Background: an optimization exercise with open tools, aiming at a short achievable clock period and few clock cycles. Do not read the settings as production practice. In this exercise RTL edits were held to simulation tests only and were not proved equivalent to the original. Power figures rest on the tool's default switching activity, not on a simulated workload.

main:
==> flow/design.v (excerpt) <==
module io_dma #(
   parameter int DI = 4,    
   parameter int DO = 2     
) (
   input  wire         clk,
   input  wire         rst,
   input  wire [15:0]  cpu0_instr,
   input  wire         cpu0_mon,
   input  wire         cpu0_vld,
   input  wire [23:0]  cpu0_aj,
   input  wire [23:0]  cpu0_ak,
   output logic [23:0] cpu0_ai,
   input  wire [15:0]  cpu1_instr,
   input  wire         cpu1_mon,
   input  wire         cpu1_vld,
   input  wire [23:0]  cpu1_aj,
   input  wire [23:0]  cpu1_ak,
   output logic [23:0] cpu1_ai,
   input  wire [15:0]  in0_data,
   input  wire [15:0]  in1_data,
   input  wire [1:0]   in_vld,
   output wire [1:0]   in_rdy,
   output wire [15:0]  out0_data,
   output wire [15:0]  out1_data,
   output wire [1:0]   out_vld,
   input  wire [1:0]   out_rdy,
   output logic        mem_req,
   output logic        mem_wr,
   output logic [21:0] mem_addr,
   output logic [63:0] mem_wdata,
   input  wire         mem_ack,
   input  wire [63:0]  mem_rdata
);
Size: ~5000 cells after synthesis, ~1600 flip-flops, about 410 I/O pins, about 66000 µm² of cells after synthesis.
make LEC_CHECK=0 ABC_CLOCK_PERIOD_IN_PS=2000 CAP_MARGIN=20 CORE_MARGIN=2 CORE_UTILIZATION=55 CTS_CLUSTER_DIAMETER=120 CTS_CLUSTER_SIZE=22 SETUP_SLACK_MARGIN=4.0 SLEW_MARGIN=20 finish   # period 6.0 ns
run.sh (not shown) runs the stock make flow with config.mk's settings and CLKGATE_MAP_FILE= SYNTH_SCRIPT=/design/flow/synth_recipe.tcl, a recipe that flattens the netlist after the stock synthesis.
Testbench counts of main, summed over its fixed seeds: cycles 3,219.
diff inputs: main => the feature branch
--- a/flow/design.v
+++ b/flow/design.v
@@ -92,23 +92,23 @@
          rdy_i  <= 1'b0;
       end
       else
       begin
          if (take)
             hc <= hc + 2'd1;
          if (push)
             wp <= wp + PW'(1);
          if (i_pop)
             rp <= rp + PW'(1);
          cnt   <= cnt_n;
-         o_rdy <= (cnt_n < (PW+1)'(DEPTH));
+         o_rdy <= (cnt_n != (PW+1)'(DEPTH));
          rdy_i <= (cnt_n < (PW+1)'(DEPTH));
       end
    end
 endmodule
 `default_nettype wire
 `timescale 1ns/1ps
 `default_nettype none
 module chan_tx #(
    parameter int DEPTH = 4
 ) (
    input  wire         clk,
@@ -183,23 +183,23 @@
          end
          if (i_wr)
             wp <= wp + PW'(1);
          cnt <= cnt + (PW+1)'(i_wr) - (PW+1)'(o_load);
       end
    end
 endmodule
 `default_nettype wire
 `timescale 1ns/1ps
 `default_nettype none
 module io_dma #(
-   parameter int DI = 4,    
+   parameter int DI = 2,    
    parameter int DO = 2     
 ) (
    input  wire         clk,
    input  wire         rst,
    input  wire [15:0]  cpu0_instr,
    input  wire         cpu0_mon,
    input  wire         cpu0_vld,
    input  wire [23:0]  cpu0_aj,
    input  wire [23:0]  cpu0_ak,
    output logic [23:0] cpu0_ai,
    input  wire [15:0]  cpu1_instr,
@@ -299,50 +299,46 @@
    logic        m_busy, m_isw;    
    logic [1:0]  g_idx;
    logic [21:0] g_addr;
    logic        g_last;
    assign elig[0] = more[0] && rx_avail[0];
    assign elig[2] = more[2] && rx_avail[1];
    assign elig[1] = more[1] && (res[1] != OW'(DO));
    assign elig[3] = more[3] && (res[3] != OW'(DO));
    always_comb
    begin
       logic [1:0] idx;
-      logic [3:0] em;
-      em = ((elig & 4'b1010) != '0) ? (elig & 4'b1010) : elig;
       gsel = '0;
       for (int k = 4; k >= 1; k--)
       begin
          idx = last_g + 2'(k);
-         if (em[idx])
+         if (elig[idx])
             gsel = 4'b0001 << idx;
       end
    end
    always_comb
    begin
       g_addr = '0;
       g_last = 1'b0;
       for (int k = 0; k < 4; k++)
       begin
          g_addr   = g_addr | ({22{g_q[k]}} & ca[k]);
          g_last   = g_last | (g_q[k] & lastf[k]);
       end
       g_idx = {g_q[3] | g_q[2], g_q[3] | g_q[1]};
    end
    assign g_byp     = g_v && !m_busy && !sv[rptr];
    assign push      = g_v && !g_byp;
    assign issue     = g_v;
    assign rx_pop[0] = issue && g_q[0];
    assign rx_pop[1] = issue && g_q[2];
-   logic [21:0] m_addr_s;
-   logic [63:0] m_wdata_s;
    logic [1:0] m_ch;
    logic       m_last;
    logic       load;
    logic       ack;
    assign ack  = m_busy && mem_ack;
    assign load = !m_busy || mem_ack;
    assign tx_wr[0] = ack && !m_isw && !m_ch[1];
    assign tx_wr[1] = ack && !m_isw &&  m_ch[1];
    always_ff @(posedge clk)
    begin
       if (rst)
@@ -356,37 +352,23 @@
          mem_wr    <= g_q[0] | g_q[2];
          mem_addr  <= g_addr;
          mem_wdata <= g_q[2] ? rx_head[1] : rx_head[0];
       end
       else if (load)
       begin
          mem_wr    <= s_wr_q[rptr];
          mem_addr  <= s_addr_q[rptr];
          mem_wdata <= s_data_q[rptr];
       end
       else
-      begin
          mem_wr    <= m_isw;
-         mem_addr  <= m_addr_s;
-         mem_wdata <= m_wdata_s;
-      end
-      if (g_byp)
-      begin
-         m_addr_s  <= g_addr;
-         m_wdata_s <= g_q[2] ? rx_head[1] : rx_head[0];
-      end
-      else if (load)
-      begin
-         m_addr_s  <= s_addr_q[rptr];
-         m_wdata_s <= s_data_q[rptr];
-      end
       if (g_byp)
       begin
          m_isw     <= g_q[0] | g_q[2];
          m_ch      <= g_idx;
          m_last    <= g_last;
       end
       else if (load)
       begin
          m_isw     <= s_wr_q[rptr];
          m_ch      <= s_ch_q[rptr];
          m_last    <= s_last_q[rptr];
The feature branch went all the way through the flow, and no timing, DRC or antenna check failed.
Final cell area: the feature branch below main
Fraction of the mapped netlist area in compound gates for the feature branch is higher than for main.
Looking only at part of the power in combinational logic, and setting everything else aside, the higher value of main and the feature branch goes to the feature branch.
Maximum operating frequency (lower): main
Core util | the feature branch vs main | the feature branch higher
The die area reported for the feature branch is smaller than that of main by about 18%.
Summary of the feature branch over main: first-pass GRT wire length decreased by about 11% relative to the old numbers, total placed cells including tap cells went down, combined area of the multi-input logic cells lost 13%.
Portion of total power attributed to the clock network for the feature branch is lower than for main.
Compared with main, the feature branch shows a wire length reported by the detailed router that is about 11% lower.
In the flow results for main and the feature branch, the share of the clock period used by the worst path is smaller on the feature branch.
Testbench counts of the feature branch, summed over its fixed seeds: cycles 3,221.

## separate check: timing with driven ports
No port has a modelled driver above. Below, the same layouts with a new extraction and two added sets of constraints. Step 1 assumes that a clkbuf_16 drives the clock port and a buf_2 every other input. Step 2 also shifts input and output timing later by t, the mid clock arrival at the registers, as if the neighbouring blocks saw the same clock. Three values: ideal, step 1, step 2; two values: the first two.
| run | t, ns | setup WS [ns] | latest minus earliest clock arrival (ns) | slew at the worst register clock pin (ns) | cell pins on the clock port's net |
|---|---|---|---|---|---|
| main | 0.766 | 3.568 / 3.493 / 3.107 | 0.029 / 0.030 | 0.10 / 0.10 | 1 |
| the feature branch | 0.730 | 3.622 / 3.554 / 3.066 | 0.042 / 0.041 | 0.10 / 0.10 | 1 |
After both steps setup and hold are still met in every run listed. For the feature branch, which loses most, drivers alone change the setup slack by -0.068 ns; drivers and shift together by -0.556 ns.
